From an optimization exercise on the open Yosys and OpenROAD flow, aimed at small area and a short achievable clock period; shortcuts taken in it are not production practice.
Where RTL was checked, it was by simulation tests only, not by an equivalence proof against the original.
Function not checked in run 1: the RTL went through the layout flow alone.
Power is estimated from default activity; no workload was simulated.

==> flow/design.v <==
`timescale 1ns/100ps
package csr_pkg;
    typedef enum logic [1:0] {
        csr_op_rw = 2'b01,
        csr_op_rs = 2'b10,
        csr_op_rc = 2'b11
    } csr_op_e;
    typedef enum logic [1:0] {
        priv_user    = 2'b00,
        priv_machine = 2'b11
    } priv_e;
    typedef enum logic [4:0] {
        csr_sel_none,
        csr_sel_mstatus,
        csr_sel_misa,
        csr_sel_mtvec,
        csr_sel_mscratch,
        csr_sel_mepc,
        csr_sel_mcause,
        csr_sel_mhartid,
        csr_sel_mcycle,
        csr_sel_mcycleh,
        csr_sel_minstret,
        csr_sel_minstreth,
        csr_sel_cycle,
        csr_sel_cycleh,
        csr_sel_instret,
        csr_sel_instreth
    } csr_sel_e;
    typedef struct packed {
        logic [18:0] zero_hi;
        logic [1:0]  mpp;
        logic [2:0]  zero_mid;
        logic        mpie;
        logic [2:0]  zero_lo2;
        logic        mie;
        logic [2:0]  zero_lo;
    } mstatus_t;
endpackage
`timescale 1ns/100ps
module csr_g_nor2 (input logic a, b, output logic y);
    assign y = !(a || b);
endmodule
module csr_g_nor3 (input logic a, b, c, output logic y);
    assign y = !(a || b || c);
endmodule
module csr_g_nor3b (input logic a, b, cn, output logic y);
    assign y = !(a || b || !cn);
endmodule
module csr_g_and3b (input logic an, b, c, output logic y);
    assign y = !an && b && c;
endmodule
module csr_g_and3 (input logic a, b, c, output logic y);
    assign y = a && b && c;
endmodule
module csr_g_nor2b (input logic a, bn, output logic y);
    assign y = !(a || !bn);
endmodule
module csr_g_nand3 (input logic a, b, c, output logic y);
    assign y = !(a && b && c);
endmodule
module csr_g_nand4 (input logic a, b, c, d, output logic y);
    assign y = !(a && b && c && d);
endmodule
module csr_illegal (
    input  logic [11:0] a,
    input  logic        new_request,
    input  logic        pm,
    output logic        illegal
);
    logic x, x0, x6, x11, n_ab7, n_543a, n_543b, n_21, n_61, n_20a, n_20b;
    logic f_pos, n_765, n_310, n_106, h_c, n_986;
    csr_g_and3 g_x     (.a(pm), .b(a[9]), .c(a[8]), .y(x));
    csr_g_and4 g_x0    (.a(pm), .b(a[9]), .c(a[8]), .d(a[0]), .y(x0));
    csr_g_and4 g_x6    (.a(pm), .b(a[9]), .c(a[8]), .d(a[6]), .y(x6));
    csr_g_and4 g_x11   (.a(pm), .b(a[9]), .c(a[8]), .d(a[11]), .y(x11));
    csr_g_nor3 g_ab7   (.a(a[11]), .b(a[10]), .c(a[7]), .y(n_ab7));
    csr_g_nor3 g_543a  (.a(a[5]), .b(a[4]), .c(a[3]), .y(n_543a));
    csr_g_nor3 g_543b  (.a(a[5]), .b(a[4]), .c(a[3]), .y(n_543b));
    csr_g_nor2 g_21    (.a(a[2]), .b(a[1]), .y(n_21));
    csr_g_nor2 g_61    (.a(a[6]), .b(a[1]), .y(n_61));
    csr_g_nor2 g_20a   (.a(a[2]), .b(a[0]), .y(n_20a));
    csr_g_nor2 g_20b   (.a(a[2]), .b(a[0]), .y(n_20b));
    csr_g_and4 g_fpos  (.a(a[11]), .b(a[10]), .c(a[4]), .d(a[2]), .y(f_pos));
    csr_g_nor3 g_765   (.a(a[7]), .b(a[6]), .c(a[5]), .y(n_765));
    csr_g_nor3 g_310   (.a(a[3]), .b(a[1]), .c(a[0]), .y(n_310));
    csr_g_nor2 g_106   (.a(a[10]), .b(a[6]), .y(n_106));
    csr_g_and2 g_hc    (.a(a[11]), .b(a[10]), .y(h_c));
    csr_g_nor3 g_986   (.a(a[9]), .b(a[8]), .c(a[6]), .y(n_986));
    logic n1, n2, n3, n4, n5, n6;
    csr_g_nand4 g_n1 (.a(x),     .b(n_ab7), .c(n_543a), .d(n_21),  .y(n1));
    csr_g_nand4 g_n2 (.a(x0),    .b(n_ab7), .c(n_543a), .d(n_61),  .y(n2));
    csr_g_nand4 g_n3 (.a(x6),    .b(n_ab7), .c(n_543a), .d(n_20a), .y(n3));
    csr_g_nand4 g_n4 (.a(x),     .b(f_pos), .c(n_765),  .d(n_310), .y(n4));
    csr_g_nand4 g_n5 (.a(x11),   .b(n_106), .c(n_543b), .d(n_20b), .y(n5));
    csr_g_nand4 g_n6 (.a(h_c),   .b(n_986), .c(n_543b), .d(n_20b), .y(n6));
    logic u1, u2;
    csr_g_nand3 g_u1 (.a(n1), .b(n2), .c(n3), .y(u1));
    csr_g_nand4 g_u2 (.a(n4), .b(n5), .c(n6), .d(new_request), .y(u2));
    csr_g_nor2 g_ill (.a(u1), .b(u2), .y(illegal));
endmodule
module csr_g_a222oi (input logic a1, a2, b1, b2, c1, c2, output logic y);
    assign y = !((a1 && a2) || (b1 && b2) || (c1 && c2));
endmodule
module csr_g_a22oi (input logic a1, a2, b1, b2, output logic y);
    assign y = !((a1 && a2) || (b1 && b2));
endmodule
module csr_g_nand2 (input logic a, b, output logic y);
    assign y = !(a && b);
endmodule
module csr_g_and2 (input logic a, b, output logic y);
    assign y = a && b;
endmodule
module csr_g_and4 (input logic a, b, c, d, output logic y);
    assign y = a && b && c && d;
endmodule
module csr_g_a21o (input logic a1, a2, b1, output logic y);
    assign y = (a1 && a2) || b1;
endmodule
module csr_g_inv (input logic a, output logic y);
    assign y = !a;
endmodule
module csr_g_xnor2 (input logic a, b, output logic y);
    assign y = !(a ^ b);
endmodule
module csr_g_mux2i (input logic a0, a1, s, output logic y);
    assign y = !(s ? a1 : a0);
endmodule
module csr_g_a21oi (input logic a1, a2, b1, output logic y);
    assign y = !((a1 && a2) || b1);
endmodule
module csr_g_or2 (input logic a, b, output logic y);
    assign y = a || b;
endmodule
module csr_g_nand2b (input logic an, b, output logic y);
    assign y = !(!an && b);
endmodule
module csr_g_o21ai (input logic a1, a2, b1, output logic y);
    assign y = !((a1 || a2) && b1);
endmodule
module csr_g_o211ai (input logic a1, a2, b1, c1, output logic y);
    assign y = !((a1 || a2) && b1 && c1);
endmodule
module csr_g_o31ai (input logic a1, a2, a3, b1, output logic y);
    assign y = !((a1 || a2 || a3) && b1);
endmodule
module csr_wdec (
    input  logic [11:0] a,
    input  logic        read_regs,
    input  logic        commit,
    input  logic        pm,
    input  logic        rst,
    input  logic        exc,
    input  logic        inc,
    output logic        en_mtvec,
    output logic        en_mscratch,
    output logic        en_mepc,
    output logic        en_mcause,
    output logic        we_mstatus,
    output logic        sel_cyc_lo,
    output logic        sel_cyc_hi,
    output logic        sel_ins_lo,
    output logic        sel_ins_hi,
    output logic        ncin_cyc,
    output logic        ncin_ins,
    output logic        s_st, s_isa, s_tv, s_sc, s_ep, s_ca,
    output logic        s_cl, s_ch, s_il, s_ih
);
    logic g1, m3a, m3b, ct1, ct2, ct3, z61, z210, z21, z20, z62, z10;
    logic nrst, nexc, na7, na1;
    csr_g_and4  g_g1   (.a(commit), .b(pm), .c(a[9]), .d(a[8]), .y(g1));    
    csr_g_nor3  g_m3a  (.a(a[11]), .b(a[10]), .c(a[7]), .y(m3a));
    csr_g_nor3  g_m3b  (.a(a[5]), .b(a[4]), .c(a[3]), .y(m3b));
    csr_g_nor2b g_ct1  (.a(a[10]), .bn(a[11]), .y(ct1));                   
    csr_g_nor3  g_ct2  (.a(a[6]), .b(a[5]), .c(a[4]), .y(ct2));
    csr_g_nor3  g_ct3  (.a(a[3]), .b(a[2]), .c(a[0]), .y(ct3));
    csr_g_nor2  g_z61  (.a(a[6]), .b(a[1]), .y(z61));
    csr_g_nor3  g_z210 (.a(a[2]), .b(a[1]), .c(a[0]), .y(z210));
    csr_g_nor2  g_z21  (.a(a[2]), .b(a[1]), .y(z21));
    csr_g_nor2  g_z20  (.a(a[2]), .b(a[0]), .y(z20));
    csr_g_nor2  g_z62  (.a(a[6]), .b(a[2]), .y(z62));
    csr_g_nor2  g_z10  (.a(a[1]), .b(a[0]), .y(z10));
    csr_g_inv   g_nrst (.a(rst), .y(nrst));
    csr_g_inv   g_nexc (.a(exc), .y(nexc));
    csr_g_inv   g_na7  (.a(a[7]), .y(na7));
    csr_g_inv   g_na1  (.a(a[1]), .y(na1));
    logic nm3, nwc;
    csr_g_nand3 g_nm3 (.a(g1), .b(m3a), .c(m3b), .y(nm3));
    csr_g_nand4 g_nwc (.a(g1), .b(ct1), .c(ct2), .d(ct3), .y(nwc));
    logic t_ins;
    csr_g_o31ai  g_xcl (.a1(nwc), .a2(a[7]), .a3(a[1]), .b1(nrst), .y(sel_cyc_lo));
    csr_g_o31ai  g_xch (.a1(nwc), .a2(na7),  .a3(a[1]), .b1(nrst), .y(sel_cyc_hi));
    csr_g_o31ai  g_xil (.a1(nwc), .a2(a[7]), .a3(na1),  .b1(nrst), .y(sel_ins_lo));
    csr_g_o31ai  g_xih (.a1(nwc), .a2(na7),  .a3(na1),  .b1(nrst), .y(sel_ins_hi));
    csr_g_nor2   g_ncc (.a(nwc), .b(a[1]), .y(ncin_cyc));
    csr_g_nand2b g_tin (.an(nwc), .b(a[1]), .y(t_ins));
    csr_g_nand2  g_nci (.a(inc), .b(t_ins), .y(ncin_ins));
    logic rd, r1, rc, hc1, nr3, nctb, nctc;
    logic np_st, np_isa, np_tv, np_sc, np_ep, np_ca;
    csr_g_nor2b  g_rd   (.a(rst), .bn(read_regs), .y(rd));                
    csr_g_and3   g_r1   (.a(rd), .b(a[9]), .c(a[8]), .y(r1));
    csr_g_nor3b  g_rc   (.a(a[9]), .b(a[8]), .cn(rd), .y(rc));            
    csr_g_and2   g_hc1  (.a(a[11]), .b(a[10]), .y(hc1));
    csr_g_nand3  g_nr3  (.a(r1), .b(m3a), .c(m3b), .y(nr3));
    csr_g_nand4  g_nctb (.a(r1), .b(ct1), .c(ct2), .d(ct3), .y(nctb));    
    csr_g_nand4  g_nctc (.a(rc), .b(hc1), .c(ct2), .d(ct3), .y(nctc));    
    csr_g_nand2  g_pst  (.a(z62), .b(z10), .y(np_st));                    
    csr_g_nand3  g_pisa (.a(z61), .b(z21), .c(a[0]), .y(np_isa));         
    csr_g_nand3  g_ptv  (.a(z61), .b(a[2]), .c(a[0]), .y(np_tv));         
    csr_g_nand2  g_psc  (.a(a[6]), .b(z210), .y(np_sc));                  
    csr_g_nand3  g_pep  (.a(a[6]), .b(z21), .c(a[0]), .y(np_ep));         
    csr_g_nand3  g_pca  (.a(a[6]), .b(z20), .c(a[1]), .y(np_ca));         
    csr_g_nor2   g_sst  (.a(nr3), .b(np_st),  .y(s_st));
    csr_g_nor2   g_sisa (.a(nr3), .b(np_isa), .y(s_isa));
    csr_g_nor2   g_stv  (.a(nr3), .b(np_tv),  .y(s_tv));
    csr_g_nor2   g_ssc  (.a(nr3), .b(np_sc),  .y(s_sc));
    csr_g_nor2   g_sep  (.a(nr3), .b(np_ep),  .y(s_ep));
    csr_g_nor2   g_sca  (.a(nr3), .b(np_ca),  .y(s_ca));
    logic n_cl, n_ch, n_il, n_ih;
    csr_g_or2    g_ncl (.a(a[7]), .b(a[1]), .y(n_cl));                    
    csr_g_nand2b g_nch (.an(a[1]), .b(a[7]), .y(n_ch));                   
    csr_g_nand2b g_nil (.an(a[7]), .b(a[1]), .y(n_il));                   
    csr_g_nand2  g_nih (.a(a[7]), .b(a[1]), .y(n_ih));                    
    csr_g_a21oi  g_scl (.a1(nctb), .a2(nctc), .b1(n_cl), .y(s_cl));
    csr_g_a21oi  g_sch (.a1(nctb), .a2(nctc), .b1(n_ch), .y(s_ch));
    csr_g_a21oi  g_sil (.a1(nctb), .a2(nctc), .b1(n_il), .y(s_il));
    csr_g_a21oi  g_sih (.a1(nctb), .a2(nctc), .b1(n_ih), .y(s_ih));
    csr_g_o21ai  g_etv (.a1(nm3), .a2(np_tv), .b1(nrst), .y(en_mtvec));
    csr_g_o21ai  g_esc (.a1(nm3), .a2(np_sc), .b1(nrst), .y(en_mscratch));
    csr_g_o211ai g_eep (.a1(nm3), .a2(np_ep), .b1(nrst), .c1(nexc), .y(en_mepc));
    csr_g_o211ai g_eca (.a1(nm3), .a2(np_ca), .b1(nrst), .c1(nexc), .y(en_mcause));
    csr_g_nor2   g_wms (.a(nm3), .b(np_st), .y(we_mstatus));
endmodule
`timescale 1ns/100ps
module csr_ctr_next (
    input  logic [63:0] q,
    input  logic        ncin,      
    input  logic        sel_lo,    
    input  logic        sel_hi,    
    input  logic [31:0] wdrn,      
    output logic [63:0] d
);
    logic [15:0] nl1, nl2, nl3, na;
    for (genvar g = 0; g < 16; g++) begin : g_grp
        csr_g_inv   g_l1 (.a(q[4*g]), .y(nl1[g]));
        csr_g_nand2 g_l2 (.a(q[4*g]), .b(q[4*g+1]), .y(nl2[g]));
        csr_g_nand3 g_l3 (.a(q[4*g]), .b(q[4*g+1]), .c(q[4*g+2]), .y(nl3[g]));
        csr_g_nand4 g_l4 (.a(q[4*g]), .b(q[4*g+1]), .c(q[4*g+2]), .d(q[4*g+3]), .y(na[g]));
    end
    logic [3:0] sl1, sl2, sl3, sh, nsa;
    for (genvar s = 0; s < 4; s++) begin : g_sup
        csr_g_inv   g_s1 (.a(na[4*s]), .y(sl1[s]));
        csr_g_nor2  g_s2 (.a(na[4*s]), .b(na[4*s+1]), .y(sl2[s]));
        csr_g_nor3  g_s3 (.a(na[4*s]), .b(na[4*s+1]), .c(na[4*s+2]), .y(sl3[s]));
        csr_g_nor2  g_sh (.a(na[4*s+2]), .b(na[4*s+3]), .y(sh[s]));
        csr_g_nand2 g_sa (.a(sl2[s]), .b(sh[s]), .y(nsa[s]));
    end
    logic [3:1] sg;
    csr_g_inv  g_sg1 (.a(nsa[0]), .y(sg[1]));
    csr_g_nor2 g_sg2 (.a(nsa[0]), .b(nsa[1]), .y(sg[2]));
    csr_g_nor3 g_sg3 (.a(nsa[0]), .b(nsa[1]), .c(nsa[2]), .y(sg[3]));
    logic [15:1] ng;
    assign ng[1] = na[0];
    csr_g_inv g_ng2 (.a(sl2[0]), .y(ng[2]));
    csr_g_inv g_ng3 (.a(sl3[0]), .y(ng[3]));
    assign ng[4] = nsa[0];
    csr_g_inv g_ng8  (.a(sg[2]), .y(ng[8]));
    csr_g_inv g_ng12 (.a(sg[3]), .y(ng[12]));
    for (genvar s = 1; s < 4; s++) begin : g_ng
        csr_g_nand2 g_j1 (.a(sg[s]), .b(sl1[s]), .y(ng[4*s+1]));
        csr_g_nand2 g_j2 (.a(sg[s]), .b(sl2[s]), .y(ng[4*s+2]));
        csr_g_nand2 g_j3 (.a(sg[s]), .b(sl3[s]), .y(ng[4*s+3]));
    end
    logic [63:0] c;
    csr_g_inv  g_c0 (.a(ncin), .y(c[0]));
    csr_g_nor2 g_c1 (.a(nl1[0]), .b(ncin), .y(c[1]));
    csr_g_nor2 g_c2 (.a(nl2[0]), .b(ncin), .y(c[2]));
    csr_g_nor2 g_c3 (.a(nl3[0]), .b(ncin), .y(c[3]));
    for (genvar g = 1; g < 16; g++) begin : g_c
        csr_g_nor2 g_k0 (.a(ng[g]), .b(ncin), .y(c[4*g]));
        csr_g_nor3 g_k1 (.a(ng[g]), .b(nl1[g]), .c(ncin), .y(c[4*g+1]));
        csr_g_nor3 g_k2 (.a(ng[g]), .b(nl2[g]), .c(ncin), .y(c[4*g+2]));
        csr_g_nor3 g_k3 (.a(ng[g]), .b(nl3[g]), .c(ncin), .y(c[4*g+3]));
    end
    for (genvar i = 0; i < 64; i++) begin : g_bit
        logic nt;
        csr_g_xnor2 g_t (.a(q[i]), .b(c[i]), .y(nt));
        csr_g_mux2i g_d (.a0(nt), .a1(wdrn[i % 32]), .s(i < 32 ? sel_lo : sel_hi), .y(d[i]));
    end
endmodule
`timescale 1ns/100ps
module csr_read_mux (
    input  logic        s_st, s_isa, s_tv, s_sc, s_ep, s_ca,
    input  logic        s_cl, s_ch, s_il, s_ih,
    input  logic [31:0] mstatus_v,
    input  logic [31:0] mtvec_v, mscratch_v, mepc_v, mcause_v,
    input  logic [63:0] cyc, ins,
    output logic [31:0] rdata
);
    localparam logic [31:0] MSTATUS_BITS = 32'h0000_1888;
    localparam logic [31:0] MISA_BITS    = 32'h4000_0100;
    logic n_isa;
    assign n_isa = !s_isa;
    for (genvar i = 0; i < 32; i++) begin : g_bit
        logic t1, t2, t3, t4;
        if (i >= 2) begin : g_full
            csr_g_a222oi g_t1 (.a1(s_sc), .a2(mscratch_v[i]), .b1(s_ep), .b2(mepc_v[i]),
                               .c1(s_ca), .c2(mcause_v[i]), .y(t1));
            csr_g_a22oi  g_t3 (.a1(s_ih), .a2(ins[32+i]), .b1(s_tv), .b2(mtvec_v[i]), .y(t3));
        end else begin : g_low
            csr_g_a22oi  g_t1 (.a1(s_sc), .a2(mscratch_v[i]), .b1(s_ca), .b2(mcause_v[i]), .y(t1));
            csr_g_nand2  g_t3 (.a(s_ih), .b(ins[32+i]), .y(t3));
        end
        csr_g_a222oi g_t2 (.a1(s_cl), .a2(cyc[i]), .b1(s_ch), .b2(cyc[32+i]),
                           .c1(s_il), .c2(ins[i]), .y(t2));
        if (MSTATUS_BITS[i]) begin : g_st
            csr_g_nand2 g_t4 (.a(s_st), .b(mstatus_v[i]), .y(t4));
            csr_g_nand4 g_y  (.a(t1), .b(t2), .c(t3), .d(t4), .y(rdata[i]));
        end else if (MISA_BITS[i]) begin : g_isa
            csr_g_nand4 g_y  (.a(t1), .b(t2), .c(t3), .d(n_isa), .y(rdata[i]));
        end else begin : g_plain
            csr_g_nand3 g_y  (.a(t1), .b(t2), .c(t3), .y(rdata[i]));
        end
    end
endmodule
`timescale 1ns/100ps
module csr_unit (
    input  logic                      clk,
    input  logic                      rst,
    input  logic                      new_request,
    input  logic [12-1:0]    csr_addr,
    input  logic [1:0]                csr_op,
    input  logic [32-1:0]      rs1,
    input  logic                      read_regs,
    input  logic                      commit,
    input  logic                      exception_valid,
    input  logic [4-1:0]   exception_code,
    input  logic [32-1:0]      exception_pc,
    input  logic                      mret,
    input  logic                      instruction_complete,
    output logic                      csr_exception,
    output logic [32-1:0]      wb_csr,
    output logic [32-1:0]      trap_pc,
    output logic [32-1:0]      csr_mepc,
    output logic [1:0]                current_privilege
);
    logic        pm;
    logic        pm_dec;
    logic        mie, mpie;
    logic [1:0]  mpp;
    logic [31:2] mtvec;
    logic [31:2] mepc;
    logic [31:0] mcause;
    logic [31:0] mscratch;
    logic [63:0] mcycle;
    logic [63:0] minstret;
    logic        instret_inc;
    logic [11:0] a;
    assign a = csr_addr;
    csr_illegal illegal_i (
        .a           (a),
        .new_request (new_request),
        .pm          (pm_dec),
        .illegal     (csr_exception)
    );
    logic [31:0] wd, wdr;
    always_comb begin
        case (csr_op)
            2'b10:   wd = wb_csr | rs1;
            2'b11:   wd = wb_csr & ~rs1;
            default: wd = rs1;
        endcase
    end
    assign wdr = wd & {32{!rst}};
    logic we_mstatus, en_mtvec, en_mscratch, en_mepc, en_mcause;
    logic sel_cyc_lo, sel_cyc_hi, sel_ins_lo, sel_ins_hi, ncin_cyc, ncin_ins;
    logic s_st, s_isa, s_tv, s_sc, s_ep, s_ca, s_cl, s_ch, s_il, s_ih;
    csr_wdec wdec_i (
        .a           (a),
        .read_regs   (read_regs),
        .commit      (commit),
        .pm          (pm),
        .rst         (rst),
        .exc         (exception_valid),
        .inc         (instret_inc),
        .en_mtvec    (en_mtvec),
        .en_mscratch (en_mscratch),
        .en_mepc     (en_mepc),
        .en_mcause   (en_mcause),
        .we_mstatus  (we_mstatus),
        .sel_cyc_lo  (sel_cyc_lo),
        .sel_cyc_hi  (sel_cyc_hi),
        .sel_ins_lo  (sel_ins_lo),
        .sel_ins_hi  (sel_ins_hi),
        .ncin_cyc    (ncin_cyc),
        .ncin_ins    (ncin_ins),
        .s_st        (s_st),
        .s_isa       (s_isa),
        .s_tv        (s_tv),
        .s_sc        (s_sc),
        .s_ep        (s_ep),
        .s_ca        (s_ca),
        .s_cl        (s_cl),
        .s_ch        (s_ch),
        .s_il        (s_il),
        .s_ih        (s_ih)
    );
    always_ff @(posedge clk) begin
        if (rst) begin
            pm   <= 1'b1;
            mie  <= 1'b0;
            mpie <= 1'b0;
            mpp  <= 2'b11;
        end else if (exception_valid) begin
            pm   <= 1'b1;
            mpie <= mie;
            mie  <= 1'b0;
            mpp  <= {pm, pm};
        end else if (mret) begin
            pm   <= mpp == 2'b11;
            mie  <= mpie;
            mpie <= 1'b1;
            mpp  <= 2'b00;
        end else if (we_mstatus) begin
            mie  <= wd[3];
            mpie <= wd[7];
            mpp  <= wd[12:11];
        end
    end
    logic pm_dec_nx;
    csr_g_a21o g_pm_dec_nx (.a1(mpp[1]), .a2(mpp[0]), .b1(exception_valid), .y(pm_dec_nx));
    always_ff @(posedge clk) begin
        if (rst)
            pm_dec <= 1'b1;
        else if (exception_valid || mret)
            pm_dec <= pm_dec_nx;
    end
    always_ff @(posedge clk) begin
        if (en_mtvec)
            mtvec <= wdr[31:2];
        if (en_mscratch)
            mscratch <= wdr;
        if (en_mepc)
            mepc <= (exception_valid ? exception_pc[31:2] : wd[31:2]) & {30{!rst}};
        if (en_mcause)
            mcause <= (exception_valid ? {28'd0, exception_code} : wd) & {32{!rst}};
    end
    logic [63:0] cyc_d, ins_d;
    logic [31:0] wdrn;
    assign wdrn = ~wdr;
    csr_ctr_next cyc_next_i (
        .q      (mcycle),
        .ncin   (ncin_cyc),
        .sel_lo (sel_cyc_lo),
        .sel_hi (sel_cyc_hi),
        .wdrn   (wdrn),
        .d      (cyc_d)
    );
    csr_ctr_next ins_next_i (
        .q      (minstret),
        .ncin   (ncin_ins),
        .sel_lo (sel_ins_lo),
        .sel_hi (sel_ins_hi),
        .wdrn   (wdrn),
        .d      (ins_d)
    );
    always_ff @(posedge clk) begin
        instret_inc <= instruction_complete && !rst;
        mcycle      <= cyc_d;
        minstret    <= ins_d;
    end
    logic [31:0] rdata;
    csr_read_mux read_i (
        .s_st       (s_st),
        .s_isa      (s_isa),
        .s_tv       (s_tv),
        .s_sc       (s_sc),
        .s_ep       (s_ep),
        .s_ca       (s_ca),
        .s_cl       (s_cl),
        .s_ch       (s_ch),
        .s_il       (s_il),
        .s_ih       (s_ih),
        .mstatus_v  ({19'd0, mpp, 3'd0, mpie, 3'd0, mie, 3'd0}),
        .mtvec_v    ({mtvec, 2'b00}),
        .mscratch_v (mscratch),
        .mepc_v     ({mepc, 2'b00}),
        .mcause_v   (mcause),
        .cyc        (mcycle),
        .ins        (minstret),
        .rdata      (rdata)
    );
    always_ff @(posedge clk)
        wb_csr <= rdata;
    assign trap_pc           = {mtvec, 2'b00};
    assign csr_mepc          = {mepc, 2'b00};
    assign current_privilege = {pm, pm};
endmodule
==> flow/flow/run.sh <==
#!/bin/bash
# Standard layout (standard.sh) with these changes:
# - the port buffers are inserted as buf_1 (later repair sizes them up where needed);
# - before floorplan, every combinational cell off the csr_exception path is set to
#   the smallest drive strength of its function (downsize.tcl); the floorplan,
#   placement and CTS repair steps then size up what timing, slew and capacitance need;
# - after global placement, the input buffers feeding the csr_exception path are
#   set to buf_8 (portbuf.tcl).
# ORFS writes each step's full log under orfs/logs/; make's output goes to standard.log.
set -euo pipefail
here="$(cd "$(dirname "${BASH_SOURCE[0]}")" && pwd)"
export BUFFER_PORTS_ARGS="-buffer_cell sky130_fd_sc_hd__buf_1"
export PRE_FLOORPLAN_TCL="$here/downsize.tcl"
export POST_GLOBAL_PLACE_TCL="$here/portbuf.tcl"
bash standard.sh finish > standard.log 2>&1
==> flow/flow/cone.tcl <==
# Instances in the combinational fan-in cone of a top-level output port,
# stopping at registers and input ports.
proc csr_cone_insts { block port } {
  set bt [$block findBTerm $port]
  set todo [list [$bt getNet]]
  set seen [dict create]
  set nets_seen [dict create]
  while { [llength $todo] > 0 } {
    set net [lindex $todo 0]
    set todo [lrange $todo 1 end]
    if { $net == "NULL" || [dict exists $nets_seen [$net getName]] } { continue }
    dict set nets_seen [$net getName] 1
    foreach it [$net getITerms] {
      if { ![$it isOutputSignal] } { continue }
      set inst [$it getInst]
      set name [$inst getName]
      if { [dict exists $seen $name] } { continue }
      if { [regexp {__(df|edf|sdf|dl)} [[$inst getMaster] getName]] } { continue }
      dict set seen $name $inst
      foreach in [$inst getITerms] {
        if { [$in isInputSignal] && [$in getNet] != "NULL" } {
          lappend todo [$in getNet]
        }
      }
    }
  }
  return [dict values $seen]
}
==> flow/flow/downsize.tcl <==
# Before floorplan: set every combinational cell to the smallest drive
# strength of its function, except those on the combinational
# input-to-output path of csr_exception. The floorplan, placement and CTS
# repair steps then size up what timing, slew and capacitance need.
source [file join [file dirname [info script]] cone.tcl]
set db [ord::get_db]
set block [ord::get_db_block]
set keep [dict create]
foreach inst [csr_cone_insts $block csr_exception] { dict set keep [$inst getName] 1 }
set n 0
foreach inst [$block getInsts] {
  if { [dict exists $keep [$inst getName]] } { continue }
  set master [$inst getMaster]
  set name [$master getName]
  if { ![regexp {^(sky130_fd_sc_hd__[a-z0-9]+)_([0-9]+)$} $name -> base drive] } { continue }
  if { [regexp {__(df|edf|sdf|dl|sedf|conb|clk|tap|fill|decap|diode|lpflow|probe)} $base] } { continue }
  set best $master
  set best_area [expr { [$master getWidth] * [$master getHeight] }]
  foreach d {0 1 2} {
    set cand [$db findMaster "${base}_$d"]
    if { $cand == "NULL" || $cand == "" } { continue }
    set a [expr { [$cand getWidth] * [$cand getHeight] }]
    if { $a < $best_area } {
      set best $cand
      set best_area $a
    }
  }
  if { $best != $master } {
    $inst swapMaster $best
    incr n
  }
}
puts "downsize: $n cells set to a smaller drive strength, [dict size $keep] kept on the csr_exception path"
==> flow/flow/portbuf.tcl <==
# After global placement (the port buffers are in): the input port buffers
# that feed the combinational csr_exception path get a strong drive, since
# each address bit also feeds the rest of the decode.
source [file join [file dirname [info script]] cone.tcl]
set db [ord::get_db]
set block [ord::get_db_block]
set strong [$db findMaster sky130_fd_sc_hd__buf_8]
set n 0
foreach inst [csr_cone_insts $block csr_exception] {
  set m [[$inst getMaster] getName]
  if { ![regexp {^sky130_fd_sc_hd__(buf|clkbuf|clkdlybuf4s50|dlygate4sd[0-9]|dlymetal6s2s)_[0-9]+$} $m] } { continue }
  # a port buffer: its input is a top-level port
  set is_port 0
  foreach it [$inst getITerms] {
    if { [$it isInputSignal] && [$it getNet] != "NULL" && [llength [[$it getNet] getBTerms]] > 0 } { set is_port 1 }
  }
  if { $is_port } {
    $inst swapMaster $strong
    incr n
  }
}
puts "portbuf: $n input buffers on the csr_exception path set to buf_8"
==> flow/standard.sh <==
#!/bin/bash
# synth_recipe.tcl (not shown) runs the flow's synth.tcl, then flattens the netlist and writes it again
# the make line also repeats each setting of config.mk as NAME=value (left out here)
make -C /OpenROAD-flow-scripts/flow DESIGN_CONFIG=/design/flow/config.mk WORK_HOME=/design/flow/orfs CLKGATE_MAP_FILE= SYNTH_SCRIPT=/design/flow/synth_recipe.tcl "${@:-finish}"
==> flow/config.mk <==
export PLATFORM = sky130hd
export DESIGN_NAME = csr_unit
export DESIGN_NICKNAME = csr_unit
export VERILOG_FILES = /design/flow/design.v
export SDC_FILE = /design/flow/constraint.sdc
export NUM_CORES = 4
export LEC_CHECK = 0
export CAP_MARGIN = 20
export CORE_MARGIN = 2
export CORE_UTILIZATION = 40
export CTS_BUF_LIST = sky130_fd_sc_hd__clkbuf_8
export CTS_CLUSTER_DIAMETER = 60
export CTS_CLUSTER_SIZE = 12
export SETUP_SLACK_MARGIN = 1.85
export SLEW_MARGIN = 20
export SYNTH_HIERARCHICAL = 1
==> flow/constraint.sdc <==
create_clock -name core_clock -period 4.2 [get_ports {clk}]
set_input_delay 0.8400 -clock core_clock [delete_from_list [all_inputs] [get_ports {clk}]]
set_output_delay 0.8400 -clock core_clock [all_outputs]
set_load 0.01 [all_outputs]
==> flow_summary_export.csv, run 1 <==
group,metric,value,unit
cts,numCtsBuffers,30,
final_layout,fin_util,47.9,%
worst_hold_path,hp-start,"instruction_complete",
final_layout,diodes,0,
cts,cts_tree,"built",
outcome,status,"complete, no violations",
worst_setup_path,crit_arrival,2.76,ns
timing,slew_viol_final,0,
cts,hold_buffers,0,
timing,slew_headroom,35.9,%
worst_setup_path,endpoint_kind,"flop",
route,detailroute.via_count,11700,
route,drtPass1Iterations,8,
place,dp_worst_setup_slack,0.991,ns
floorplan,die_y,190,um
global_route,use_met2,40.9,%
route,wl,43200,um
cts,clk_latency,0.61,ns
timing,fin_tns_setup,0,ns
cts,htree_levels,1,
worst_hold_path,hold_end,"instret_inc",
pwr,peakVddDrop,0.227,mV
floorplan,core_area,34300,um2
worst_setup_path,rr_endpoint,"minstret[43]",
cts,cts_root_buffer,"clkbuf_8",
final_layout,final_cell_mix,"buf_1, dfxtp_1, mux2i_1, xnor2_1, edfxtp_1",
global_route,grtUsageTotal,23.3,%
timing,finalClockSkew,0.0322,ns
route,viasPerCell,5.67,
global_route,met1_usage,30.7,%
worst_setup_path,r2r_cells,9,
route,ant_nets,0,
route,wire_per_inst,20.9,um
worst_setup_path,cp_max_fo,29,
cts,clockBufferDepth,3,
pwr,power.density,358,nW/um2
place,port_buffers,182,
floorplan,die_w,190,um
floorplan,initial_core_util,40.3,%
worst_setup_path,timing.rr.start,"pm",
worst_setup_path,rrSetupSlack,2.00,ns
worst_setup_path,crit_type,"in2reg",
global_route,grt_pass1_wl,65200,um
place,dp_hpwl,28700,um
timing,rsz0062_at_grt,"true",
route,drt_iter0_markers,1030,
global_route,met3_usage,2.32,%
timing,fmax,407,MHz
final_layout,nets,1673,
pwr,leakagePower,0.00590,uW
floorplan,io_pins,189,
worst_setup_path,start_kind,"primary input",
timing,hold_viol_final,0,
timing,worst_pin_slew,0.961,ns
timing,period_share,58.5,%
cts,clock_sinks,291,
timing,layout_min_cycle_time,2.46,ns
final_layout,drive_gt1_share,10.0,%
timing,setup_viol,0,
route,drc,0,
global_route,grt_max_degree,76,
floorplan,rows,68,
worst_hold_path,hp-class,"in2reg",
final_layout,layout_commonest_cell,"buf_1",
timing,fin_ws,1.74,ns
worst_hold_path,min_path_cells,2,
cts,clk_pin_slew,0.08,ns
global_route,antenna_found_initial,0,
final_layout,stdcell_area,16400,um2
global_route,grt_overflow,0,
worst_setup_path,required,4.50,ns
global_route,grt.busiest_layer,"met2",
floorplan,die_area,36000,um2
global_route,grt_pass1_vias,11200,
synth,yosys_warnings,7,
synth,synthCells,1347,
pwr,power,5880,uW
flow_run,drv_cap,0,
place,place_area,15600,um2
critical path, stage by stage:
cell	delay, ns
buf_1	0.09
buf_4	0.36
inv_2	0.46
a32oi_1	0.82
o21ai_0	0.16
through the flow:
step | hold WS, ns | instances
detailed placement | 0.487 | 1988
finish | 0.460 | 2062
CTS | 0.439 | 2053
global route | 0.458 | 2062
global placement | 0.483 | 1988
floorplan | 0.452 | 1350
worst max path at each step:
stage | startpoint | endpoint | slack [ns] | cells after the start
after global routing | rst | mscratch[30] | 1.64 | 5
after CTS | rst | mepc[4] | 1.78 | 5
after floorplan | csr_addr[9] | mcause[0] | 0.98 | 3
after detailed placement | csr_addr[2] | mcycle[18] | 0.99 | 8
after global placement | csr_addr[6] | mcycle[16] | 0.81 | 8
final | rst | mepc[5] | 1.74 | 5
repair_timing:
item | CTS | global route
setup buffers | 8 | 9
gates resized for setup | 16 | 22
cloned | 1 | 0
pin swaps | 9 | 15
setup endpoints to repair | 196 | 198
where the power goes:
group,total [uW],switching (uW),internal (uW),leakage (uW)
Sequential,3400,214,3180,0.00264
Combinational,629,363,266,0.00290
Clock,1850,1010,849,0.000364
Total,5880,1580,4300,0.00590
per-layer routing:
| layer | share of wire [%] | routed length (um) | vias to the layer above |
|---|---|---|---|
| li1 | - | - | 5493 |
| met1 | 43 | 18500 | 5762 |
| met2 | 50 | 21400 | 385 |
| met3 | 5.2 | 2250 | 53 |
| met4 | 2.3 | 985 | 0 |
| met5 | 0 | 0 | - |
final cells by class:
type,instances,area [um2]
clock buffers,33,454
clock inverters,23,148
fillers,3241,17900
inverters,87,327
multi-input cells,943,6600
flip-flops and latches,291,7080
well taps,455,569
repair buffers,230,1260
registers in the layout, summed over array words and instances (netlist names):
| name | flops |
|---|---|
| mepc | 30 |
| mcause | 32 |
| pm | 1 |
| wb_csr | 32 |
| minstret | 64 |
| mtvec | 30 |
| instret_inc | 1 |
| mpp | 2 |
| mie | 1 |
| mscratch | 32 |
| mpie | 1 |
| mcycle | 64 |
| pm_dec | 1 |
==> run 2: changes to the inputs <==
--- a/flow/design.v
+++ b/flow/design.v
@@ -126,12 +126,12 @@
 module csr_g_mux2i (input logic a0, a1, s, output logic y);
     assign y = !(s ? a1 : a0);
 endmodule
+module csr_g_nand3b (input logic an, b, c, output logic y);
+    assign y = !(!an && b && c);
+endmodule
 module csr_g_a21oi (input logic a1, a2, b1, output logic y);
     assign y = !((a1 && a2) || b1);
 endmodule
-module csr_g_or2 (input logic a, b, output logic y);
-    assign y = a || b;
-endmodule
 module csr_g_nand2b (input logic an, b, output logic y);
     assign y = !(!an && b);
 endmodule
@@ -195,36 +195,42 @@
     csr_g_nor2   g_ncc (.a(nwc), .b(a[1]), .y(ncin_cyc));
     csr_g_nand2b g_tin (.an(nwc), .b(a[1]), .y(t_ins));
     csr_g_nand2  g_nci (.a(inc), .b(t_ins), .y(ncin_ins));
-    logic rd, r1, rc, hc1, nr3, nctb, nctc;
-    logic np_st, np_isa, np_tv, np_sc, np_ep, np_ca;
+    logic rd, a98, n98, hc1, nr3, nctb, nctc, n_cl_p, n_cl, n_ch, n_il, n_ih;
+    logic nq_st, nq_isa, nq_tv, nq_sc, nq_ep, nq_ca;
     csr_g_nor2b  g_rd   (.a(rst), .bn(read_regs), .y(rd));                
-    csr_g_and3   g_r1   (.a(rd), .b(a[9]), .c(a[8]), .y(r1));
-    csr_g_nor3b  g_rc   (.a(a[9]), .b(a[8]), .cn(rd), .y(rc));            
+    csr_g_and2   g_a98  (.a(a[9]), .b(a[8]), .y(a98));
+    csr_g_nor2   g_n98  (.a(a[9]), .b(a[8]), .y(n98));
     csr_g_and2   g_hc1  (.a(a[11]), .b(a[10]), .y(hc1));
-    csr_g_nand3  g_nr3  (.a(r1), .b(m3a), .c(m3b), .y(nr3));
-    csr_g_nand4  g_nctb (.a(r1), .b(ct1), .c(ct2), .d(ct3), .y(nctb));    
-    csr_g_nand4  g_nctc (.a(rc), .b(hc1), .c(ct2), .d(ct3), .y(nctc));    
+    csr_g_nand3  g_nr3  (.a(a98), .b(m3a), .c(m3b), .y(nr3));             
+    csr_g_nand4  g_nctb (.a(a98), .b(ct1), .c(ct2), .d(ct3), .y(nctb));   
+    csr_g_nand4  g_nctc (.a(n98), .b(hc1), .c(ct2), .d(ct3), .y(nctc));   
+    csr_g_nand3  g_qst  (.a(z62), .b(z10), .c(rd), .y(nq_st));            
+    csr_g_nand4  g_qisa (.a(z61), .b(z21), .c(a[0]), .d(rd), .y(nq_isa));  
+    csr_g_nand4  g_qtv  (.a(z61), .b(a[2]), .c(a[0]), .d(rd), .y(nq_tv));  
+    csr_g_nand3  g_qsc  (.a(a[6]), .b(z210), .c(rd), .y(nq_sc));          
+    csr_g_nand4  g_qep  (.a(a[6]), .b(z21), .c(a[0]), .d(rd), .y(nq_ep));  
+    csr_g_nand4  g_qca  (.a(a[6]), .b(z20), .c(a[1]), .d(rd), .y(nq_ca));  
+    csr_g_nor2   g_sst  (.a(nr3), .b(nq_st),  .y(s_st));
+    csr_g_nor2   g_sisa (.a(nr3), .b(nq_isa), .y(s_isa));
+    csr_g_nor2   g_stv  (.a(nr3), .b(nq_tv),  .y(s_tv));
+    csr_g_nor2   g_ssc  (.a(nr3), .b(nq_sc),  .y(s_sc));
+    csr_g_nor2   g_sep  (.a(nr3), .b(nq_ep),  .y(s_ep));
+    csr_g_nor2   g_sca  (.a(nr3), .b(nq_ca),  .y(s_ca));
+    csr_g_nor3b  g_ncl  (.a(a[7]), .b(a[1]), .cn(rd), .y(n_cl_p));       
+    csr_g_inv    g_ncli (.a(n_cl_p), .y(n_cl));
+    csr_g_nand3b g_nch  (.an(a[1]), .b(a[7]), .c(rd), .y(n_ch));          
+    csr_g_nand3b g_nil  (.an(a[7]), .b(a[1]), .c(rd), .y(n_il));          
+    csr_g_nand3  g_nih  (.a(a[7]), .b(a[1]), .c(rd), .y(n_ih));           
+    csr_g_a21oi  g_scl  (.a1(nctb), .a2(nctc), .b1(n_cl), .y(s_cl));
+    csr_g_a21oi  g_sch  (.a1(nctb), .a2(nctc), .b1(n_ch), .y(s_ch));
+    csr_g_a21oi  g_sil  (.a1(nctb), .a2(nctc), .b1(n_il), .y(s_il));
+    csr_g_a21oi  g_sih  (.a1(nctb), .a2(nctc), .b1(n_ih), .y(s_ih));
+    logic np_st, np_tv, np_sc, np_ep, np_ca;
     csr_g_nand2  g_pst  (.a(z62), .b(z10), .y(np_st));                    
-    csr_g_nand3  g_pisa (.a(z61), .b(z21), .c(a[0]), .y(np_isa));         
     csr_g_nand3  g_ptv  (.a(z61), .b(a[2]), .c(a[0]), .y(np_tv));         
     csr_g_nand2  g_psc  (.a(a[6]), .b(z210), .y(np_sc));                  
     csr_g_nand3  g_pep  (.a(a[6]), .b(z21), .c(a[0]), .y(np_ep));         
     csr_g_nand3  g_pca  (.a(a[6]), .b(z20), .c(a[1]), .y(np_ca));         
-    csr_g_nor2   g_sst  (.a(nr3), .b(np_st),  .y(s_st));
-    csr_g_nor2   g_sisa (.a(nr3), .b(np_isa), .y(s_isa));
-    csr_g_nor2   g_stv  (.a(nr3), .b(np_tv),  .y(s_tv));
-    csr_g_nor2   g_ssc  (.a(nr3), .b(np_sc),  .y(s_sc));
-    csr_g_nor2   g_sep  (.a(nr3), .b(np_ep),  .y(s_ep));
-    csr_g_nor2   g_sca  (.a(nr3), .b(np_ca),  .y(s_ca));
-    logic n_cl, n_ch, n_il, n_ih;
-    csr_g_or2    g_ncl (.a(a[7]), .b(a[1]), .y(n_cl));                    
-    csr_g_nand2b g_nch (.an(a[1]), .b(a[7]), .y(n_ch));                   
-    csr_g_nand2b g_nil (.an(a[7]), .b(a[1]), .y(n_il));                   
-    csr_g_nand2  g_nih (.a(a[7]), .b(a[1]), .y(n_ih));                    
-    csr_g_a21oi  g_scl (.a1(nctb), .a2(nctc), .b1(n_cl), .y(s_cl));
-    csr_g_a21oi  g_sch (.a1(nctb), .a2(nctc), .b1(n_ch), .y(s_ch));
-    csr_g_a21oi  g_sil (.a1(nctb), .a2(nctc), .b1(n_il), .y(s_il));
-    csr_g_a21oi  g_sih (.a1(nctb), .a2(nctc), .b1(n_ih), .y(s_ih));
     csr_g_o21ai  g_etv (.a1(nm3), .a2(np_tv), .b1(nrst), .y(en_mtvec));
     csr_g_o21ai  g_esc (.a1(nm3), .a2(np_sc), .b1(nrst), .y(en_mscratch));
     csr_g_o211ai g_eep (.a1(nm3), .a2(np_ep), .b1(nrst), .c1(nexc), .y(en_mepc));
--- a/flow/config.mk
+++ b/flow/config.mk
@@ -11,6 +11,6 @@
 export CTS_BUF_LIST = sky130_fd_sc_hd__clkbuf_8
 export CTS_CLUSTER_DIAMETER = 60
 export CTS_CLUSTER_SIZE = 12
-export SETUP_SLACK_MARGIN = 1.85
+export SETUP_SLACK_MARGIN = 1.7
 export SLEW_MARGIN = 20
 export SYNTH_HIERARCHICAL = 1
==> flow_summary_export.csv, run 2 <==
group,metric,value,unit
place,place_area,15600,um2
timing,fin_tns_setup,0,ns
cts,htree_levels,1,
final_layout,reg.largest.list,"mcycle (64), minstret (64)",
cts,clk_latency,0.61,ns
timing,finalClockSkew,0.0250,ns
flow_run,drv_cap,0,
timing,fmax,396,MHz
pwr,leakagePower,0.00580,uW
global_route,grtUsageTotal,23.3,%
timing,setup_viol,0,
global_route,grt_max_degree,65,
place,port_buffers,182,
final_layout,stdcell_area,16300,um2
global_route,grt_pass1_vias,11200,
global_route,use_met2,40.3,%
floorplan,die_w,190,um
final_layout,final_cell_mix,"buf_1, dfxtp_1, mux2i_1, xnor2_1, edfxtp_1",
place,dp_hpwl,29600,um
final_layout,fillers,3251,
worst_setup_path,crit_type,"in2reg",
global_route,grt_overflow,0,
route,viasPerCell,5.68,
route,wire_per_inst,21.2,um
synth,synthCells,1353,
route,drc,0,
route,drtPass1Iterations,8,
synth,yosys_warnings,7,
timing,layout_min_cycle_time,2.53,ns
worst_setup_path,cp_max_fo,17,
global_route,grt.busiest_layer,"met2",
timing,slew_viol_final,0,
worst_setup_path,timing.rr.start,"minstret[1]",
pwr,peakVddDrop,0.226,mV
timing,period_share,60.2,%
floorplan,rows,68,
cts,numCtsBuffers,31,
final_layout,multi_input_area,6610,um2
floorplan,die_area,36100,um2
worst_hold_path,hp-start,"instruction_complete",
cts,cts_root_buffer,"clkbuf_8",
pwr,power,5910,uW
cts,clock_sinks,291,
cts,clockBufferDepth,3,
global_route,met1_usage,30.8,%
worst_setup_path,start_kind,"primary input",
timing,hold_ws,0.465,ns
timing,hold_viol_final,0,
timing,rsz0062_at_grt,"true",
route,ant_nets,0,
route,wl,43600,um
timing,worst_pin_slew,0.879,ns
timing,slew_headroom,41.4,%
final_layout,diodes,0,
floorplan,io_pins,189,
outcome,status,"complete, no violations",
floorplan,die_y,190,um
worst_setup_path,startpoint,"rst",
worst_setup_path,endpoint_kind,"flop",
worst_hold_path,hp-class,"in2reg",
global_route,met3_usage,2.51,%
final_layout,layout_commonest_cell,"buf_1",
floorplan,initial_core_util,40.4,%
worst_setup_path,required,4.73,ns
worst_setup_path,crit_arrival,3.06,ns
final_layout,fin_util,47.6,%
global_route,antenna_found_initial,0,
final_layout,drive_gt1_share,8.74,%
pwr,power.density,362,nW/um2
floorplan,core_area,34300,um2
cts,hold_buffers,0,
final_layout,nets,1668,
route,detailroute.via_count,11700,
global_route,grt_pass1_wl,65500,um
route,drt_iter0_markers,1180,
cts,clk_pin_slew,0.08,ns
final_layout,seq_area,7070,um2
cts,cts_tree,"built",
==> run 2: final cells by class <==
type,instances,share of cell area (%)
flip-flops and latches,291,43.3
multi-input cells,947,40.5
repair buffers,219,6.95
well taps,455,3.49
clock buffers,32,2.70
inverters,88,2.02
clock inverters,25,1.04
==> run 2: path summary, 6_finish.rpt <==
kind	end	slack, ns	depth (start not counted)
max	wb_csr[31]	1.67	8
min	instret_inc	0.47	2
max reg2reg	minstret[62]	1.85	9
min reg2reg	pm_dec	0.50	2
==> run 2: worst max-delay path, cell delays in order <==
cell and delay [ns]:
buf_1 0.09, nor2b_1 0.57, nor3b_1 0.27, inv_1 0.10, a21oi_4 0.52, buf_4 0.35
a222oi_1 0.16, nand3_1 0.14
==> run 2: where the power goes <==
part | leakage, uW | internal (uW) | switching [uW]
registers | 0.00264 | 3180 | 218
logic | 0.00280 | 263 | 368
clock network | 0.000362 | 842 | 1040
total | 0.00580 | 4290 | 1630
==> run 2: per-stage QoR <==
stage,setup slack (ns),cells
6_report,1.67,2057
5_1_grt,1.63,2057
4_1_cts,1.71,2053
3_5_place_dp,0.988,1995
3_3_place_gp,0.943,1995
2_1_floorplan,0.980,1356
==> run 2: per-layer routing <==
metal  vias up  routed length, um
li1       5494                  -
met1      5740              18500
met2       379              21100
met3        71               2620
met4         0               1290
met5         -                  0
==> run 2: timing repair <==
item                       4_1_cts  5_1_grt
pin swaps                        1        4
cloned                           0        0
gates resized for setup          4       17
setup endpoints to repair       46      121
buffers inserted                 1        4
==> run 3: changes to the inputs <==
--- a/flow/config.mk
+++ b/flow/config.mk
@@ -11,6 +11,6 @@
 export CTS_BUF_LIST = sky130_fd_sc_hd__clkbuf_8
 export CTS_CLUSTER_DIAMETER = 60
 export CTS_CLUSTER_SIZE = 12
-export SETUP_SLACK_MARGIN = 1.7
+export SETUP_SLACK_MARGIN = 1.95
 export SLEW_MARGIN = 20
 export SYNTH_HIERARCHICAL = 1
==> flow_summary_export.csv, run 3 <==
group,metric,value,unit
final_layout,drive_gt1_share,12.9,%
final_layout,final_cell_mix,"buf_1, dfxtp_1, mux2i_1, xnor2_1, edfxtp_1",
global_route,grt_overflow,0,
pwr,p_comb_share,11.2,%
pwr,peakVddDrop,0.223,mV
worst_setup_path,crit_arrival,1.59,ns
floorplan,io_pins,189,
route,wire_per_inst,21.2,um
final_layout,diodes,0,
route,wl,43800,um
pwr,p_clk_share,31.3,%
cts,clockBufferDepth,3,
timing,setup_viol,0,
route,drtPass1Iterations,6,
floorplan,die_area,36100,um2
global_route,grt_pass1_vias,11200,
pwr,p_switching,1650,uW
cts,cts_tree,"built",
cts,clock_sinks,291,
cts,numCtsBuffers,30,
floorplan,die_y,190,um
final_layout,nets,1682,
timing,hold_viol_final,0,
timing,slew_viol_final,0,
place,port_buffers,182,
floorplan,initial_core_util,40.4,%
cts,htree_levels,1,
floorplan,core_area,34300,um2
final_layout,reg.largest.list,"mcycle (64), minstret (64)",
pwr,power.density,351,nW/um2
cts,cts_root_buffer,"clkbuf_8",
route,drc,0,
pwr,internal_power,4260,uW
final_layout,fin_util,49.1,%
timing,worst_pin_slew,0.785,ns
cts,clk_latency,0.62,ns
pwr,switching_share,27.9,%
global_route,antenna_found_initial,0,
pwr,power,5910,uW
floorplan,rows,68,
synth,synthCells,1353,
worst_setup_path,start_kind,"primary input",
worst_setup_path,crit_type,"in2out",
timing,finalClockSkew,0.0304,ns
outcome,status,"complete, no violations",
place,dp_hpwl,29200,um
route,viasPerCell,5.69,
timing,period_share,57.9,%
route,ant_nets,0,
pwr,leakagePower,0.00601,uW
worst_hold_path,hp-class,"in2reg",
global_route,grt_pass1_wl,65700,um
global_route,grtUsageTotal,23.4,%
timing,layout_min_cycle_time,2.43,ns
cts,clk_pin_slew,0.08,ns
timing,slew_headroom,47.7,%
route,drt_iter0_markers,1084,
worst_setup_path,endpoint_kind,"output port",
timing,fmax,411,MHz
timing,hold_ws,0.450,ns
route,detailroute.via_count,11800,
pwr,pwr-share-seq,57.5,%
worst_setup_path,cp_max_fo,6,
flow_run,drv_cap,0,
floorplan,die_w,190,um
timing,rsz0062_at_grt,"true",
worst_setup_path,required,3.36,ns
final_layout,layout_commonest_cell,"buf_1",
global_route,grt_max_degree,65,
synth,yosys_warnings,7,
timing,fin_tns_setup,0,ns
[run 3: what timing repair did]
item | CTS | global route
endpoints found under the setup margin | 173 | 209
hold buffers | 0 | 0
gates cloned | 0 | 0
setup buffers | 7 | 10
gates resized for setup | 28 | 54
pin swaps | 15 | 13
[run 3: cell type report]
class                   instances  area [um2]
fillers                      3234       17400
flip-flops and latches        291        7090
multi-input cells             947        6930
repair buffers                234        1330
well taps                     455         569
clock buffers                  33         454
inverters                      88         337
clock inverters                23         130
[run 3: worst paths after layout]
kind                                      startpoint  cells past startpoint            end  slack [ns]
worst max-delay path                     csr_addr[6]                      7  csr_exception        1.77
worst min-delay path            instruction_complete                      2    instret_inc        0.45
worst max register to register           minstret[0]                      9   minstret[59]        2.06
worst min register to register                pm_dec                      2         pm_dec        0.50
[run 3: metrics by stage]
stage	cells	worst slack [ns]	instance area, um2
floorplan	1356	0.980	14200
global placement	1998	0.920	15700
detailed placement	1998	0.988	15800
CTS	2061	1.77	16600
global route	2071	1.73	16800
finish	2071	1.77	16800
[run 3: power by group through the flow]
stage | Sequential [uW] | Combinational (uW) | Clock (uW)
2_1_floorplan | 3420 | 376 | 0
3_3_place_gp | 3450 | 610 | 0
3_5_place_dp | 3450 | 640 | 0
4_1_cts | 3390 | 650 | 1880
5_1_grt | 3430 | 720 | 1990
6_report | 3400 | 665 | 1850
[run 3: worst max-delay path: stages]
cell	delay, ns
buf_8	0.10
buf_12	0.12
and4_1	0.14
nand4_1	0.08
nand3_1	0.07
nor2_1	0.10
buf_2	0.13
[run 3: metal layers]
metal / up-vias / track usage, % / part of all wire, %
li1: 5523 / - / -
met1: 5793 / 30.9 / 42
met2: 387 / 40.3 / 49
met3: 76 / 3.03 / 6.1
met4: 0 / 6.56 / 2.7
met5: - / 0 / 0
==> run 4: changes to the inputs <==
--- a/flow/config.mk
+++ b/flow/config.mk
@@ -11,6 +11,6 @@
 export CTS_BUF_LIST = sky130_fd_sc_hd__clkbuf_8
 export CTS_CLUSTER_DIAMETER = 60
 export CTS_CLUSTER_SIZE = 12
-export SETUP_SLACK_MARGIN = 1.95
+export SETUP_SLACK_MARGIN = 1.85
 export SLEW_MARGIN = 20
 export SYNTH_HIERARCHICAL = 1
==> flow_summary_export.csv, run 4 <==
group,metric,value,unit
pwr,p_clk_share,33.1,%
route,wire_per_inst,21.4,um
route,drtPass1Iterations,10,
worst_hold_path,hp-class,"in2reg",
final_layout,fin_util,48.1,%
final_layout,layout_commonest_cell,"buf_1",
timing,slew_headroom,40.8,%
worst_setup_path,slowest_stage,"nor3_4",
final_layout,final_cell_mix,"buf_1, dfxtp_1, mux2i_1, xnor2_1, edfxtp_1",
timing,fin_tns_setup,0,ns
pwr,peakVddDrop,0.219,mV
floorplan,rows,68,
cts,clockBufferDepth,3,
timing,period_share,57.8,%
cts,clock_sinks,291,
cts,numCtsBuffers,31,
cts,cts_tree,"built",
timing,worst_pin_slew,0.888,ns
place,port_buffers,182,
route,wl,44100,um
pwr,power,6030,uW
timing,fmax,412,MHz
timing,setup_viol,0,
cts,clk_latency,0.62,ns
route,viasPerCell,5.70,
timing,slew_viol_final,0,
worst_setup_path,rrSetupSlack,1.95,ns
worst_setup_path,cp_max_fo,5,
worst_setup_path,required,3.36,ns
global_route,grt_pass1_wl,66700,um
synth,yosys_warnings,7,
global_route,met1_usage,30.7,%
worst_setup_path,crit_type,"in2out",
floorplan,initial_core_util,40.4,%
global_route,antenna_found_initial,0,
flow_run,drv_cap,0,
global_route,met3_usage,3.27,%
final_layout,drive_gt1_share,9.53,%
place,dp_hpwl,29600,um
final_layout,nets,1672,
worst_setup_path,cpPeakStageDelay,0.21,ns
pwr,internal_power,4410,uW
floorplan,core_area,34300,um2
pwr,pwr-share-seq,56.2,%
floorplan,die_w,190,um
floorplan,die_y,190,um
worst_setup_path,cp_cell_sequence,"buf_8, nor3_4, nand4_1, nand4_1, nor2_1, buf_2",
global_route,grt.busiest_layer,"met2",
route,drc,0,
timing,rsz0062_at_grt,"true",
pwr,p_comb_share,10.6,%
global_route,grtUsageTotal,23.8,%
global_route,grt_pass1_vias,11500,
final_layout,fillers,3291,
route,drt_iter0_markers,1173,
worst_setup_path,critical_path.most_common_cell,"nand4_1",
pwr,switching_share,26.9,%
worst_setup_path,start_kind,"primary input",
pwr,power.density,366,nW/um2
route,ant_nets,0,
worst_setup_path,crit_arrival,1.59,ns
route,detailroute.via_count,11700,
final_layout,reg.largest.list,"mcycle (64), minstret (64)",
global_route,grt_max_degree,65,
timing,hold_viol_final,0,
timing,layout_min_cycle_time,2.43,ns
cts,clk_pin_slew,0.08,ns
floorplan,die_area,36100,um2
global_route,use_met2,41.2,%
worst_setup_path,endpoint_kind,"output port",
outcome,status,"complete, no violations",
timing,finalClockSkew,0.0254,ns
global_route,grt_overflow,0,
cts,cts_root_buffer,"clkbuf_8",
floorplan,io_pins,189,
pwr,leakagePower,0.00587,uW
synth,synthCells,1353,
final_layout,diodes,0,
pwr,p_switching,1620,uW
cts,htree_levels,1,
## run 4: area by class of cell
class	instances	area, um2	share of cell area [%]
flip-flops and latches	291	7080	42.9
multi-input cells	947	6670	40.4
repair buffers	223	1190	7.24
well taps	455	569	3.45
clock buffers	32	440	2.67
inverters	88	330	2.00
clock inverters	25	221	1.34
## run 4: power groups by stage
stage          Combinational, uW  Clock (uW)  Sequential, uW
4_1_cts                      635        2050            3390
2_1_floorplan                364           0            3420
3_3_place_gp                 597           0            3450
5_1_grt                      703        2150            3430
3_5_place_dp                 627           0            3450
6_report                     641        2000            3390
## run 4: worst paths after layout
path	start	depth (start not counted)	end
setup / recovery	csr_addr[4]	6	csr_exception
hold / removal	instruction_complete	2	instret_inc
setup reg to reg	minstret[16]	9	minstret[63]
hold reg to reg	mcause[0]	2	wb_csr[0]
## run 4: stage by stage
stage / setup slack (ns) / area (um2) / instances / hold WS [ns]
after floorplan: 0.980 / 14000 / 1356 / 0.452
after global placement: 1.09 / 15500 / 1998 / 0.486
after detailed placement: 1.26 / 15600 / 1998 / 0.480
after CTS: 1.80 / 16400 / 2058 / 0.434
after global routing: 1.71 / 16500 / 2061 / 0.438
final: 1.77 / 16500 / 2061 / 0.454
## run 4: worst max-delay path, delay by kind of cell
kind | cells | cell delay [ns]
buffers and inverters | 2 | 0.25
and+or+nand+nor | 4 | 0.50
## run 4: routing by layer
metal  vias to the layer above  part of all wire, %
met1                      5718                   42
li1                       5506                    -
met4                         0                  3.2
met5                         -                    0
met3                        87                  5.8
met2                       428                   49
## run 4: timing repair
item | 4_1_cts | 5_1_grt
endpoints found under the hold margin | 0 | 0
cloned | 0 | 1
pin swaps | 10 | 4
endpoints found under the setup margin | 51 | 118
setup buffers | 3 | 2
gates resized for setup | 13 | 21
hold buffers | 0 | 0
==> run 5: changes to the inputs <==
--- a/flow/config.mk
+++ b/flow/config.mk
@@ -10,7 +10,7 @@
 export CORE_UTILIZATION = 40
 export CTS_BUF_LIST = sky130_fd_sc_hd__clkbuf_8
 export CTS_CLUSTER_DIAMETER = 60
-export CTS_CLUSTER_SIZE = 12
+export CTS_CLUSTER_SIZE = 16
 export SETUP_SLACK_MARGIN = 1.85
 export SLEW_MARGIN = 20
 export SYNTH_HIERARCHICAL = 1
==> flow_summary_export.csv, run 5 <==
group,metric,value,unit
place,place_area,15600,um2
floorplan,core_area,34300,um2
worst_setup_path,timing.rr.start,"minstret[20]",
timing,fin_tns_setup,0,ns
pwr,leakagePower,0.00582,uW
worst_hold_path,hp-start,"instruction_complete",
route,drc,0,
worst_setup_path,crit_type,"in2out",
route,drtPass1Iterations,8,
cts,numCtsBuffers,27,
route,ant_nets,0,
synth,synthCells,1353,
timing,slew_headroom,43.0,%
cts,htree_levels,1,
floorplan,die_area,36100,um2
route,detailroute.via_count,11700,
final_layout,drive_gt1_share,9.77,%
place,dp_worst_setup_slack,1.26,ns
global_route,grt_pass1_wl,66500,um
timing,fmax,405,MHz
route,drt_iter0_markers,1157,
global_route,antenna_found_initial,0,
floorplan,die_w,190,um
pwr,power.density,367,nW/um2
cts,clockBufferDepth,3,
floorplan,rows,68,
route,wl,44000,um
cts,cts_tree,"built",
worst_hold_path,hold_end,"instret_inc",
place,dp_hpwl,29600,um
cts,clk_latency,0.60,ns
worst_setup_path,rrSetupSlack,1.96,ns
pwr,power,6060,uW
route,viasPerCell,5.69,
worst_setup_path,crit_arrival,1.63,ns
floorplan,initial_core_util,40.4,%
final_layout,layout_commonest_cell,"buf_1",
global_route,grt_overflow,0,
cts,hold_buffers,0,
worst_setup_path,cpPeakStageDelay,0.24,ns
floorplan,die_y,190,um
worst_setup_path,required,3.36,ns
outcome,status,"complete, no violations",
final_layout,reg.largest.list,"mcycle (64), minstret (64)",
timing,layout_min_cycle_time,2.47,ns
worst_setup_path,cp_max_fo,5,
timing,finalClockSkew,0.0255,ns
global_route,grt_max_degree,65,
worst_hold_path,min_path_cells,2,
cts,clk_pin_slew,0.10,ns
route,wire_per_inst,21.5,um
timing,fin_ws,1.73,ns
worst_setup_path,slowest_stage,"nor3_2",
final_layout,nets,1666,
pwr,peakVddDrop,0.192,mV
worst_setup_path,r2r_cells,9,
worst_setup_path,endpoint_kind,"output port",
synth,yosys_warnings,7,
worst_setup_path,rr_endpoint,"minstret[63]",
timing,hold_viol_final,0,
global_route,grt_pass1_vias,11400,
worst_setup_path,start_kind,"primary input",
timing,setup_viol,0,
timing,slew_viol_final,0,
flow_run,drv_cap,0,
worst_setup_path,cp_cell_sequence,"buf_8, nor3_2, nand4_1, nand4_1, nor2_1, buf_2",
cts,clock_sinks,291,
floorplan,io_pins,189,
timing,period_share,58.8,%
worst_hold_path,hp-class,"in2reg",
global_route,grtUsageTotal,23.8,%
final_layout,final_cell_mix,"buf_1, dfxtp_1, mux2i_1, xnor2_1, edfxtp_1",
cts,cts_root_buffer,"clkbuf_8",
timing,rsz0062_at_grt,"true",
place,port_buffers,182,
timing,worst_pin_slew,0.855,ns
final_layout,diodes,0,
worst_setup_path,critical_path.most_common_cell,"nand4_1",
final_layout,stdcell_area,16500,um2
run 5: timing repair:
item | CTS | global route
pin swaps | 10 | 3
hold endpoints to repair | 0 | 0
resized for setup | 13 | 23
gates cloned | 0 | 1
setup buffers | 2 | 1
setup endpoints to repair | 48 | 140
run 5: stage by stage:
step / std cells / util (%) / hold slack, ns
floorplan: 1356 / - / 0.452
global placement: 1998 / 45.2 / 0.486
detailed placement: 1998 / 45.6 / 0.480
CTS: 2050 / 47.7 / 0.450
global route: 2052 / 48.1 / 0.447
finish: 2052 / 48.1 / 0.465
run 5: area by class of cell:
class | instances | area [um2]
Fill cell | 3285 | 17800
Inverter | 88 | 330
Clock inverter | 22 | 277
Sequential cell | 291 | 7080
Multi-Input combinational cell | 947 | 6690
Tap cell | 455 | 569
Clock buffer | 28 | 385
Timing Repair Buffer | 221 | 1180
run 5: how the worst max path moves through the flow:
stage | from | endpoint | slack, ns | cells after the start
floorplan | csr_addr[9] | mcause[0] | 0.98 | 3
global placement | csr_addr[6] | wb_csr[19] | 1.09 | 7
detailed placement | rst | wb_csr[30] | 1.26 | 7
CTS | pm_dec | csr_exception | 1.79 | 5
global route | pm_dec | csr_exception | 1.70 | 5
finish | csr_addr[4] | csr_exception | 1.73 | 6
run 5: layer usage:
layer | up-vias | GRT usage [%] | wire length (um)
met5 | - | 0 | 0
met4 | 0 | 7.04 | 1190
met3 | 71 | 3.04 | 2280
met2 | 386 | 41.3 | 21900
met1 | 5731 | 30.9 | 18600
li1 | 5498 | - | -
run 5: power by group:
part	total, uW	leakage [uW]	internal, uW	switching [uW]
registers	3390	0.00264	3180	212
logic	641	0.00285	266	375
clock network	2030	0.000332	964	1070
run 5: worst max-delay path: cells and delay by family:
family                 cells  cell delay [ns]
AND/OR/NAND/NOR            4             0.54
buffers and inverters      2             0.24

==> port drivers added, routing unchanged <==
No port has a modelled driver above. Below, the same layouts with a new extraction and two added sets of constraints.
Step 1 (the two cells are an assumption about what drives the block):
set clk [get_ports {clk}]
set_driving_cell -lib_cell sky130_fd_sc_hd__clkbuf_16 $clk
set_driving_cell -lib_cell sky130_fd_sc_hd__buf_2 [delete_from_list [all_inputs] $clk]
Step 2 times the ports against the registers' clock, not the clock port: input delays grow and output delays shrink by t, the midpoint of the rising clock arrivals with the driver on.
Slacks: ideal ports / drivers / drivers and shift; pairs: ideal ports / drivers.
run	shift t [ns]	setup WS [ns]	slew at the worst register clock pin (ns)	worst slew at a driven data input, ns
run 1	0.639	1.741 / 1.752 / 1.125	0.10 / 0.10	0.07
run 2	0.649	1.673 / 1.655 / 1.050	0.09 / 0.09	0.07
run 3	0.649	1.770 / 1.727 / 1.371	0.10 / 0.10	0.08
run 4	0.655	1.773 / 1.720 / 1.251	0.09 / 0.09	0.08
run 5	0.631	1.731 / 1.686 / 1.256	0.11 / 0.11	0.08
After both steps setup and hold are still met in every run listed. The setup slack of run 2, which loses most, moves by -0.018 ns with the drivers and by -0.623 ns with both steps.
